Background: an optimization exercise with open tools, aiming at small area. Do not read the settings as production practice. In this exercise RTL edits were held to simulation tests only and were not proved equivalent to the original. Power is estimated from default activity; no workload was simulated.

--- design.v ---
module bimode_pred_top (
  input  logic        clk,
  input  logic        rst,
  input  logic        pred_valid,
  output logic        pred_ready,
  input  logic [63:0] branch_address,
  output logic        pred_resp_valid,
  output logic        prediction,
  output logic        pred_resp_squash,
  input  logic        upd_valid,
  input  logic        real_ton,
  output logic        upd_mispredict,
  output logic        upd_err,
  output logic [2:0]  inflight_cnt,
  output logic [15:0] total_cnt,
  output logic [15:0] hit_cnt
);
  localparam logic [1:0] CH_RST = 2'b01;
  localparam logic [3:0] DR_RST = 4'b1001;   
  function automatic logic [1:0] sat2(input logic [1:0] c, input logic up);
    sat2 = {(c[1] & c[0]) | (c[1] & up) | (c[0] & up),
            (c[1] & up) | (c[1] & ~c[0]) | (up & ~c[0])};
  endfunction
  logic        tbl_vld_q;
  logic [7:0]  spec_hist_q, arch_hist_q;
  logic        rec_q;
  logic        resp_valid_q, prediction_q, squash_q, mispredict_q, err_q;
  logic [2:0]  cnt_q;
  logic [1:0]  rd_ptr_q;
  logic [15:0] total_q, hit_q;
  logic [7:0]  e_cidx [4];
  logic [7:0]  e_didx [4];
  logic        e_bank [4];
  logic        e_pred [4];
  logic [1:0]  e_cch  [4];
  logic [3:0]  e_cdr  [4];   
  logic [7:0]  h_cidx, h_didx;
  logic        h_bank, h_pred;
  logic [1:0]  h_cch, h_sel, sel_new;
  logic [3:0]  h_cdr, dr_new;
  logic        q_empty, q_full, resolve, misp, choice_upd, ch_we;
  logic [1:0]  ch_new;
  assign h_cidx = e_cidx[rd_ptr_q];
  assign h_didx = e_didx[rd_ptr_q];
  assign h_bank = e_bank[rd_ptr_q];
  assign h_pred = e_pred[rd_ptr_q];
  assign h_cch  = e_cch[rd_ptr_q];
  assign h_cdr  = e_cdr[rd_ptr_q];
  assign q_empty    = (cnt_q == 3'd0);
  assign q_full     = cnt_q[2];
  assign resolve    = upd_valid & ~q_empty;
  assign misp       = resolve & (real_ton ^ h_pred);
  assign h_sel      = h_bank ? h_cdr[3:2] : h_cdr[1:0];
  assign sel_new    = sat2(h_sel, real_ton);
  assign dr_new     = h_bank ? {sel_new, h_cdr[1:0]} : {h_cdr[3:2], sel_new};
  assign choice_upd = ~((h_bank ^ real_ton) & ~(h_sel[1] ^ real_ton));
  assign ch_we      = resolve & choice_upd;
  assign ch_new     = sat2(h_cch, real_ton);
  logic [511:0]  ch_q;
  logic [1023:0] dr_q;
  logic [15:0]   ch_hi, ch_lo, dr_hi, dr_lo;
  always_comb begin
    for (int j = 0; j < 16; j++) begin
      ch_hi[j] = (ch_we & (h_cidx[7:4] == 4'(j))) | ~tbl_vld_q;
      ch_lo[j] = (h_cidx[3:0] == 4'(j)) | ~tbl_vld_q;
      dr_hi[j] = (resolve & (h_didx[7:4] == 4'(j))) | ~tbl_vld_q;
      dr_lo[j] = (h_didx[3:0] == 4'(j)) | ~tbl_vld_q;
    end
  end
  logic [1:0] ch_wd;
  logic [3:0] dr_wd;
  assign ch_wd = (ch_new ^ CH_RST) & {2{tbl_vld_q}};
  assign dr_wd = (dr_new ^ DR_RST) & {4{tbl_vld_q}};
  for (genvar i = 0; i < 256; i++) begin : g_tbl
    always_ff @(posedge clk) begin
      if (ch_hi[i / 16] & ch_lo[i % 16]) ch_q[2*i +: 2] <= ch_wd;
      if (dr_hi[i / 16] & dr_lo[i % 16]) dr_q[4*i +: 4] <= dr_wd;
    end
  end
  logic [7:0] base_idx, dir_idx;
  logic [1:0] ch_rd;
  logic [3:0] dr_rd;
  logic       bank_sel, pred_dir, accept, push;
  logic [1:0] p_cch;
  logic [3:0] p_cdr;
  assign base_idx = branch_address[9:2];
  assign dir_idx  = base_idx ^ spec_hist_q;
  assign ch_rd    = (ch_q[2*base_idx +: 2] & {2{tbl_vld_q}}) ^ CH_RST;
  assign dr_rd    = (dr_q[4*dir_idx +: 4] & {4{tbl_vld_q}}) ^ DR_RST;
  assign bank_sel = ch_rd[1];
  assign pred_dir = bank_sel ? dr_rd[3] : dr_rd[1];
  assign pred_ready = ~rec_q & ~q_full;
  assign accept     = pred_valid & pred_ready;
  assign push       = accept & ~misp;
  assign p_cch = (ch_we & (base_idx == h_cidx)) ? ch_new : ch_rd;
  assign p_cdr = (resolve & (dir_idx == h_didx)) ? dr_new : dr_rd;
  logic [1:0] wr_ptr;
  assign wr_ptr = rd_ptr_q + cnt_q[1:0];
  for (genvar k = 0; k < 4; k++) begin : g_q
    logic wr_k, fch_k, fdr_k;
    assign wr_k  = push & (wr_ptr == 2'(k));
    assign fch_k = ch_we & (e_cidx[k] == h_cidx);
    assign fdr_k = resolve & (e_didx[k] == h_didx);
    always_ff @(posedge clk) begin
      if (wr_k) begin
        e_cidx[k] <= base_idx;
        e_didx[k] <= dir_idx;
        e_bank[k] <= bank_sel;
        e_pred[k] <= pred_dir;
        e_cch[k]  <= p_cch;
        e_cdr[k]  <= p_cdr;
      end else begin
        if (fch_k) e_cch[k] <= ch_new;
        if (fdr_k) e_cdr[k] <= dr_new;
      end
    end
  end
  always_ff @(posedge clk or posedge rst) begin
    if (rst) begin
      tbl_vld_q    <= 1'b0;
      spec_hist_q  <= '0;
      arch_hist_q  <= '0;
      rec_q        <= 1'b0;
      resp_valid_q <= 1'b0;
      prediction_q <= 1'b0;
      squash_q     <= 1'b0;
      mispredict_q <= 1'b0;
      err_q        <= 1'b0;
      cnt_q        <= '0;
      rd_ptr_q     <= '0;
      total_q      <= '0;
      hit_q        <= '0;
    end else begin
      tbl_vld_q    <= 1'b1;
      if (resolve) arch_hist_q <= {arch_hist_q[6:0], real_ton};
      if (misp)        spec_hist_q <= {arch_hist_q[6:0], real_ton};
      else if (accept) spec_hist_q <= {spec_hist_q[6:0], pred_dir};
      rec_q        <= misp;
      resp_valid_q <= accept;
      prediction_q <= accept & pred_dir;
      squash_q     <= accept & misp;
      mispredict_q <= misp;
      err_q        <= upd_valid & q_empty;
      if (misp) cnt_q <= '0;
      else      cnt_q <= cnt_q + 3'(push) - 3'(resolve);
      if (resolve) rd_ptr_q <= rd_ptr_q + 2'd1;
      if (resolve && (total_q != '1)) total_q <= total_q + 16'd1;
      if (resolve && !misp && (hit_q != '1)) hit_q <= hit_q + 16'd1;
    end
  end
  assign pred_resp_valid  = resp_valid_q;
  assign prediction       = prediction_q;
  assign pred_resp_squash = squash_q;
  assign upd_mispredict   = mispredict_q;
  assign upd_err          = err_q;
  assign inflight_cnt     = cnt_q;
  assign total_cnt        = total_q;
  assign hit_cnt          = hit_q;
endmodule
--- flow/run.sh ---
#!/bin/bash
set -euo pipefail
CTS="-sink_clustering_enable -repair_clock_nets -dont_use_dummy_load -sink_clustering_size 16 -sink_clustering_max_diameter 40 -buf_list sky130_fd_sc_hd__clkbuf_8 -root_buf sky130_fd_sc_hd__clkbuf_16"
bash standard.sh "CTS_ARGS=$CTS" finish > standard_flow.log 2>&1
--- standard.sh ---
#!/bin/bash
# synth_recipe.tcl (not shown) runs the flow's synth.tcl, then flattens the netlist and writes it again
# the make line also repeats each setting of config.mk as NAME=value (left out here)
make -C /OpenROAD-flow-scripts/flow DESIGN_CONFIG=/design/flow/config.mk WORK_HOME=/design/flow/orfs CLKGATE_MAP_FILE= SYNTH_SCRIPT=/design/flow/synth_recipe.tcl "${@:-finish}"
--- config.mk ---
export PLATFORM = sky130hd
export DESIGN_NAME = bimode_pred_top
export DESIGN_NICKNAME = bimode_pred_top
export VERILOG_FILES = /design/flow/design.v
export SDC_FILE = /design/flow/constraint.sdc
export NUM_CORES = 4
export LEC_CHECK = 0
export CAP_MARGIN = 20
export CORE_MARGIN = 2
export CORE_UTILIZATION = 60
export PLACE_DENSITY = 0.8
export SLEW_MARGIN = 20
--- constraint.sdc ---
create_clock -name core_clock -period 10.0 [get_ports {clk}]
set_input_delay 2.0000 -clock core_clock [delete_from_list [all_inputs] [get_ports {clk}]]
set_output_delay 2.0000 -clock core_clock [all_outputs]
set_load 0.01 [all_outputs]
==> flow_summary.yaml, run 1 <==
outcome:
  status: "timing/DRC/antenna clean"
flow_run:
  cap_viol_max_count: 0
sta:
  slew_violations: 0
  tightestPinTransition_ps: 1262
  hold_viol: 0
  clock_skew_ps: 87.04
  rsz0062_at_grt: "false"
  clock.fmax_mhz: 145.2
  min_period_ps: 6885
  fin_crit_sh_pct: 68.85
  fin_hold_ws_ps: 477.1
  fin_tns_setup_ps: 0
  slew_headroom_pct: 15.67
  setup_viol: 0
clocking:
  ctsResizeCount: 0
  h-tree-depth: 4
  cts_hold_buf: 0
  cts_tree: "built"
  post-cts-setup-buffers: 0
  clk_pin_slew_worst_paths_ps: 80
  cts_buffer_depth: 3
  clock_sinks: 1690
  numCtsBuffers: 170
  root_buffer: "clkbuf_16"
  clk_latency_ps: 770
synthesis:
  ys_seq_area_share_pct: 73.05
  synth.net_count: 3962
  avgSynthCellArea_um2: 17.79
  yosys.area.top_type: "edfxtp_1"
  yosys.area.top_type_share_pct: 70.95
  synthCells: 3882
  yosysWarnings: 7
  synth_cell_types: 65
  synth_flop_cell: "edfxtp_1"
  yosysMostFrequentCell: "edfxtp_1"
  synthArstFlopShare_pct: 3.432
  yosys-top-cells-area: "edfxtp_1 (71%), mux4_2 (13%), nor2_1 (3.5%)"
  synthTopCellsByCount: "edfxtp_1 (1632), nor2_1 (652), mux4_2 (406)"
  syn_area_um2: 69070
  synth_edf_count: 1632
  ys_seq_elements: 1690
drt:
  via_per_inst: 6.688
  vias: 36680
  drt_iter0_drc: 4712
  drt_wl_total_um: 159100
  route.detailed.drc: 0
  dr.pass1.iters: 8
  drtAntennaViolNets: 0
  wl_per_cell_um: 29.01
final_layout:
  final_net_count: 4053
  multi_input_area_um2: 17910
  fillers: 7506
  area_delta_synth_final_pct: 7.220
  drive_above_1_share_pct: 19.74
  seq_area_um2: 50460
global_routing:
  grt_use_total_pct: 27.60
  grt_remaining_overflow: 0
  grt_antenna_before_repair: 0
  first_global_vias: 37500
  grt_max_degree: 257
  grt_pass1_wl_um: 237600
critical_path:
  required_ps: 10480
  slowest_stage: "buf_4"
  cp_cell_sequence: "buf_8 -> buf_4 -> buf_4 -> buf_4 -> mux4_2 -> mux4_2 -> mux2i_1 -> o211ai_1 -> o211ai_1 -> nor3_1 -> o21ai_0 -> mux2i_1"
  crit_path_end_kind: "flip-flop"
  arrival_ps: 7370
  cpPeakStageDelay_ps: 730
  worstSetupStartpointType: "input pin"
  cp_common_cell: "buf_4"
  crit_type: "input pin to flip-flop"
  path_max_fanout: 40
pwr:
  ir_worst_vdd_mv: 0.4131
  pwr-share-clk_pct: 14.7
  pwr_density_cell_nw_per_um2: 333.1
  p_comb_share_pct: 35.5
  power.internal_w: 0.01626
  pwr-share-seq_pct: 49.7
  p_leak_nw: 24.53
  p_switching_w: 0.008410
  p_sw_share_pct: 34.09
floorplan:
  fp-row-count: 124
  io_pins: 110
  floorplan.die.width_um: 343.3
  dieArea_um2: 117900
  core-area_um2: 114200
  chipHeight_um: 343.3
  start_util_pct: 60.49
placement:
  portBuffers: 53
  gp_congestion: 0.8440
  dp_hpwl_um: 95110
hold_path:
  holdCritPathClass: "flip-flop to flip-flop"
-- flip-flops by register name, indices dropped and copies added (netlist names) --
signal	cells
hit_q	16
err_q	1
ch_q	512
e_cidx	32
dr_q	1024
prediction_q	1
rec_q	1
spec_hist_q	8
arch_hist_q	7
squash_q	1
tbl_vld_q	1
cnt_q	3
total_q	16
rd_ptr_q	2
resp_valid_q	1
e_bank	4
e_cch	8
e_didx	32
e_cdr	16
e_pred	4
-- critical path, delay by kind of cell --
kind            cells  cell delay [ps]
compound gates      3              940
buf+inv             4             2410
mux                 4             1640
simple gates        1              230
-- stage by stage --
| stage | std cells | area [um2] | utilization, % | setup WS, ps | total power (W) |
|---|---|---|---|---|---|
| floorplan | 3882 | 69080 | - | 87.20 | 0.01808 |
| global placement | 5310 | 71590 | 62.70 | 2388 | 0.02066 |
| detailed placement | 5312 | 71630 | 62.73 | 2317 | 0.02109 |
| CTS | 5482 | 73980 | 64.78 | 3144 | 0.02464 |
| global route | 5483 | 74060 | 64.86 | 2697 | 0.02565 |
| finish | 5484 | 74060 | 64.86 | 3115 | 0.02467 |
-- placed cells by master (no fill, tap or decap), drive strengths merged, types with 32 or more instances in the layout --
cell type      instances
nand2                175
a21oi                 73
dfrtp                 58
xnor2                 95
clkbuf               170
mux4                 406
nor2                 652
o21ai                 36
nand4                 32
buf                   99
nand3                 54
mux2i                 84
edfxtp              1632
clkdlybuf4s50         48
-- power by group through the flow --
stage | clock network [W] | registers (W) | logic (W)
2_1_floorplan | 0 | 0.0125 | 0.00563
3_3_place_gp | 0 | 0.0123 | 0.00841
3_5_place_dp | 0 | 0.0124 | 0.00866
4_1_cts | 0.00368 | 0.0123 | 0.00868
5_1_grt | 0.00391 | 0.0125 | 0.00928
6_report | 0.00364 | 0.0123 | 0.00877
-- final timing paths --
path | slack, ps | depth (start not counted) | to | start
worst max-delay path | 3110 | 12 | e_cch[3][1] | branch_address[2]
worst min-delay path | 480 | 2 | arch_hist_q[6] | arch_hist_q[6]
worst max register to register | 4230 | 13 | e_cdr[1][1] | spec_hist_q[0]
worst min register to register | 480 | 2 | arch_hist_q[6] | arch_hist_q[6]
max in group asynchronous | 7690 | 3 | spec_hist_q[4] | rst
min in group asynchronous | 1790 | 3 | hit_q[13] | rst
-- layer usage --
metal	global-route usage (%)	up-vias	part of all wire, %	wire, um
li1	-	15320	-	-
met1	36.82	18760	36	57230
met2	44.86	2173	49	78630
met3	5.537	424	10	15870
met4	12.14	0	4.6	7356
met5	0	-	0	0
-- cell type report --
| class | instances | share of cell area [%] |
|---|---|---|
| well taps | 1512 | 2.554 |
| diodes | 1 | 0.003379 |
| repair buffers | 147 | 1.772 |
| flip-flops and latches | 1690 | 68.13 |
| inverters | 30 | 0.1774 |
| clock buffers | 170 | 3.174 |
| multi-input cells | 1934 | 24.19 |
-- logic make-up after synthesis --
group                    count (synthesis)  share of synthesized area, %
flip-flops                            1690                         73.05
AND/OR/NAND/NOR                       1024                         6.173
multiplexers                           518                         14.91
AO/OA/AOI/OAI                          264                         2.523
buffers and inverters                  258                         1.603
XOR/XNOR                               114                         1.494
adder cells (fa/ha/maj)                 13                        0.2391
other                                    1                      0.005429
==> run 2, diff against run 1 <==
--- a/design.v
+++ b/design.v
@@ -28,6 +28,4 @@
   logic [2:0]  cnt_q;
-  logic [1:0]  rd_ptr_q;
   logic [15:0] total_q, hit_q;
   logic [7:0]  e_cidx [4];
-  logic [7:0]  e_didx [4];
   logic        e_bank [4];
@@ -36,2 +34,3 @@
   logic [3:0]  e_cdr  [4];   
+  logic [7:0]  e_didx [4];   
   logic [7:0]  h_cidx, h_didx;
@@ -42,8 +41,12 @@
   logic [1:0]  ch_new;
-  assign h_cidx = e_cidx[rd_ptr_q];
-  assign h_didx = e_didx[rd_ptr_q];
-  assign h_bank = e_bank[rd_ptr_q];
-  assign h_pred = e_pred[rd_ptr_q];
-  assign h_cch  = e_cch[rd_ptr_q];
-  assign h_cdr  = e_cdr[rd_ptr_q];
+  assign e_didx[0] = e_cidx[0] ^ arch_hist_q;
+  assign e_didx[1] = e_cidx[1] ^ {arch_hist_q[6:0], e_pred[0]};
+  assign e_didx[2] = e_cidx[2] ^ {arch_hist_q[5:0], e_pred[0], e_pred[1]};
+  assign e_didx[3] = e_cidx[3] ^ {arch_hist_q[4:0], e_pred[0], e_pred[1], e_pred[2]};
+  assign h_cidx = e_cidx[0];
+  assign h_didx = e_didx[0];
+  assign h_bank = e_bank[0];
+  assign h_pred = e_pred[0];
+  assign h_cch  = e_cch[0];
+  assign h_cdr  = e_cdr[0];
   assign q_empty    = (cnt_q == 3'd0);
@@ -96,9 +99,23 @@
   assign p_cdr = (resolve & (dir_idx == h_didx)) ? dr_new : dr_rd;
-  logic [1:0] wr_ptr;
-  assign wr_ptr = rd_ptr_q + cnt_q[1:0];
+  logic [1:0] f_cch [5];
+  logic [3:0] f_cdr [5];
+  logic [7:0] f_cidx [5];
+  logic       f_bank [5], f_pred [5];
+  for (genvar k = 0; k < 4; k++) begin : g_f
+    assign f_cch[k]  = (ch_we & (e_cidx[k] == h_cidx)) ? ch_new : e_cch[k];
+    assign f_cdr[k]  = (resolve & (e_didx[k] == h_didx)) ? dr_new : e_cdr[k];
+    assign f_cidx[k] = e_cidx[k];
+    assign f_bank[k] = e_bank[k];
+    assign f_pred[k] = e_pred[k];
+  end
+  assign f_cch[4]  = '0;
+  assign f_cdr[4]  = '0;
+  assign f_cidx[4] = '0;
+  assign f_bank[4] = '0;
+  assign f_pred[4] = '0;
+  logic [2:0] wr_slot;
+  assign wr_slot = cnt_q - 3'(resolve);
   for (genvar k = 0; k < 4; k++) begin : g_q
-    logic wr_k, fch_k, fdr_k;
-    assign wr_k  = push & (wr_ptr == 2'(k));
-    assign fch_k = ch_we & (e_cidx[k] == h_cidx);
-    assign fdr_k = resolve & (e_didx[k] == h_didx);
+    logic wr_k;
+    assign wr_k = push & (wr_slot == 3'(k));
     always_ff @(posedge clk) begin
@@ -106,3 +123,2 @@
         e_cidx[k] <= base_idx;
-        e_didx[k] <= dir_idx;
         e_bank[k] <= bank_sel;
@@ -111,5 +127,11 @@
         e_cdr[k]  <= p_cdr;
+      end else if (resolve) begin
+        e_cidx[k] <= f_cidx[k+1];
+        e_bank[k] <= f_bank[k+1];
+        e_pred[k] <= f_pred[k+1];
+        e_cch[k]  <= f_cch[k+1];
+        e_cdr[k]  <= f_cdr[k+1];
       end else begin
-        if (fch_k) e_cch[k] <= ch_new;
-        if (fdr_k) e_cdr[k] <= dr_new;
+        e_cch[k]  <= f_cch[k];
+        e_cdr[k]  <= f_cdr[k];
       end
@@ -129,3 +151,2 @@
       cnt_q        <= '0;
-      rd_ptr_q     <= '0;
       total_q      <= '0;
@@ -145,3 +166,2 @@
       else      cnt_q <= cnt_q + 3'(push) - 3'(resolve);
-      if (resolve) rd_ptr_q <= rd_ptr_q + 2'd1;
       if (resolve && (total_q != '1)) total_q <= total_q + 16'd1;
==> run 2 against run 1 <==
Still clean on timing, DRC and antenna. Non-clock buffer count rose by 7. Area after synthesis fell by 1.8%. Clock-buffer cell count fell by 1. Sequential cell count fell by 33. Critical endpoint is now e_cdr[0][0]. Largest cell class unchanged.
==> flow_summary.yaml, run 2 <==
outcome:
  status: "timing/DRC/antenna clean"
pwr:
  p_switching_w: 0.007055
  pwr_density_cell_nw_per_um2: 291.3
  pwr-share-clk_pct: 17.0
  ir_worst_vdd_mv: 0.2035
  power_w: 0.02123
  p_leak_nw: 24.29
  pwr-share-seq_pct: 50.1
  power.internal_w: 0.01417
  p_comb_share_pct: 32.9
  p_sw_share_pct: 33.24
sta:
  rsz0062_at_grt: "false"
  fin_hold_ws_ps: 465.4
  min_period_ps: 6005
  clock_skew_ps: 124.6
  fin_tns_setup_ps: 0
  hold_viol: 0
  setup_viol: 0
  slew_headroom_pct: 14.15
  fin_crit_sh_pct: 60.05
  clock.fmax_mhz: 166.5
  slew_violations: 0
  tightestPinTransition_ps: 1288
clocking:
  numCtsBuffers: 169
  cts_tree: "built"
  clk_pin_slew_worst_paths_ps: 100
  clock_sinks: 1657
  ctsResizeCount: 0
  h-tree-depth: 4
  cts_buffer_depth: 3
  root_buffer: "clkbuf_16"
  post-cts-setup-buffers: 0
  clk_latency_ps: 780
  cts_hold_buf: 0
critical_path:
  required_ps: 10590
  cp_common_cell: "mux4_2"
  cp_cell_sequence: "buf_8 -> xor2_4 -> buf_4 -> buf_4 -> mux4_2 -> mux4_2 -> mux4_2 -> o22ai_1 -> o32ai_1 -> mux2i_1"
  arrival_ps: 6590
  worstSetupStartpointType: "input pin"
  crit_path_end_kind: "flip-flop"
  path_max_fanout: 38
  cpPeakStageDelay_ps: 690
  crit_type: "input pin to flip-flop"
  slowest_stage: "buf_4"
synthesis:
  synthCells: 3748
  yosysMostFrequentCell: "edfxtp_1"
  yosys.area.top_type_share_pct: 70.05
  synth_edf_count: 1582
  synth.net_count: 3825
  synthTopCellsByCount: "edfxtp_1 (1582), nor2_1 (615), mux4_2 (438)"
  yosysWarnings: 12
  synth_flop_cell: "edfxtp_1"
  syn_area_um2: 67810
  synth_cell_types: 67
  avgSynthCellArea_um2: 18.09
  ys_seq_elements: 1657
  yosys-top-cells-area: "edfxtp_1 (70%), mux4_2 (15%), nor2_1 (3.4%)"
  ys_seq_area_share_pct: 72.69
  yosys.area.top_type: "edfxtp_1"
  synthArstFlopShare_pct: 3.440
floorplan:
  start_util_pct: 60.36
  io_pins: 110
  chipHeight_um: 340.2
  floorplan.die.width_um: 340.2
  fp-row-count: 123
  dieArea_um2: 115700
  core-area_um2: 112300
drt:
  drtAntennaViolNets: 0
  vias: 36290
  drt_iter0_drc: 5456
  wl_per_cell_um: 30.05
  drt_wl_total_um: 160400
  route.detailed.drc: 0
  dr.pass1.iters: 7
  via_per_inst: 6.798
final_layout:
  layout_commonest_cell: "edfxtp_1"
  top_register: "dr_q"
  area_delta_synth_final_pct: 7.456
  reg_top3: "dr_q (1024), ch_q (512), e_cidx (32)"
  n_antenna_cell: 0
  fillers: 7311
  seq_area_um2: 49290
  drive_above_1_share_pct: 20.66
  final_net_count: 3917
  final_cell_area_um2: 72870
  multi_input_area_um2: 17870
  largest_reg_flops: 1024
  mostFrequentLayoutCells: "edfxtp_1 (1582), nor2_1 (606), mux4_2 (438)"
global_routing:
  grt_pass1_wl_um: 238300
  grt_max_degree: 257
  first_global_vias: 36400
  grt_remaining_overflow: 0
  grt_use_total_pct: 28.09
  grt_antenna_before_repair: 4
flow_run:
  cap_viol_max_count: 0
placement:
  portBuffers: 53
  placed_cell_area_um2: 70450
  dp_hpwl_um: 97250
  gp_congestion: 0.8709
hold_path:
  holdCritPathClass: "flip-flop to flip-flop"
[run 2: cell count changes in the layout (fill, tap and decap cells not counted), sizes merged, moves of 15 or more]
cell | before | now
a222oi | 15 | 0
edfxtp | 1632 | 1582
a22oi | 18 | 50
mux4 | 406 | 438
dfxtp | 0 | 18
nand4 | 32 | 15
mux2i | 84 | 60
nor2 | 652 | 615
nand2 | 175 | 129
o22ai | 24 | 7
xor2 | 19 | 45
[run 2: final cells by class]
| class | instances | area share [%] |
|---|---|---|
| Clock buffer | 169 | 3.207 |
| Inverter | 21 | 0.1099 |
| Multi-Input combinational cell | 1837 | 24.53 |
| Sequential cell | 1657 | 67.65 |
| Tap cell | 1500 | 2.576 |
| Timing Repair Buffer | 154 | 1.935 |
[run 2: logic make-up (layout without fill, tap and decap cells)]
logic type | after synthesis | count (layout) | share of synthesized area, %
simple gates | 926 | 926 | 5.666
buf+inv | 254 | 344 | 1.616
mux | 516 | 516 | 15.73
flops | 1657 | 1657 | 72.69
compound gates | 250 | 250 | 2.373
fa+ha+maj | 10 | 10 | 0.1882
other cells | 1 | 1 | 0.005530
xor+xnor | 134 | 134 | 1.731
[run 2: routing by layer]
metal | global-route usage [%] | up-vias | wire, um
met5 | 0 | - | 31
met4 | 10.02 | 4 | 5905
met3 | 5.926 | 377 | 19660
met2 | 43.40 | 2488 | 76010
met1 | 40.52 | 18580 | 58780
li1 | - | 14850 | -
[run 2: final timing paths]
kind | depth (start not counted) | to | from | slack, ps
max | 10 | e_cdr[0][0] | branch_address[2] | 4000
min | 2 | e_cch[3][0] | e_cch[3][0] | 470
max reg2reg | 9 | e_cdr[0][0] | spec_hist_q[0] | 5050
min reg2reg | 2 | e_cch[3][0] | e_cch[3][0] | 470
max in group asynchronous | 3 | spec_hist_q[4] | rst | 7590
min in group asynchronous | 3 | total_q[9] | rst | 1810
[run 2: power by group through the flow]
stage	logic (W)	clock network [W]	registers, W
6_report	0.00698	0.00362	0.0106
5_1_grt	0.00734	0.00388	0.0107
4_1_cts	0.00689	0.00364	0.0106
3_5_place_dp	0.00688	0	0.0108
3_3_place_gp	0.00668	0	0.0106
2_1_floorplan	0.00462	0	0.0106
[run 2: critical path: cells and delay by family]
family	cells	cell delay, ps
AOI/OAI and AO/OA	2	920
buffers and inverters	3	1460
muxes	4	1830
xor gates and xnor gates	1	270
[run 2: per-stage QoR]
step,util [%],setup slack (ps),std cells
after floorplan,-,62.51,3748
after global placement,62.70,3298,5167
after detailed placement,62.71,3198,5167
after CTS,64.79,3994,5336
after global routing,64.86,3856,5338
final,64.86,3995,5338

afterwards: timing with drivers on the ports:
How much do the figures lean on ideal ports? The routed layouts below were timed once more, with nothing changed but the port constraints. Step 1 sets driving cells, clkbuf_16 on the clock port and buf_2 on the other inputs (assumed; they add their load-dependent delay and slew). Step 2, shift: input delay + t, output delay - t, t = (earliest + latest rising clock arrival at the registers) / 2. This alone moves slack from input paths to output paths. Three values: ideal ports, drivers, drivers and shift; two values: the first two.
run	t (ns)	setup slack, ns	hold slack, ns	slew at the worst register clock pin (ns)
run 1	0.805	3.115 / 3.130 / 2.325	0.477 / 0.477 / 0.477	0.10 / 0.10
run 2	0.788	3.995 / 4.012 / 3.224	0.465 / 0.465 / 0.465	0.10 / 0.10
After both steps every run listed still meets setup and hold. The setup slack of run 1, which loses most, moves by +0.015 ns with the drivers and by -0.790 ns with both steps.
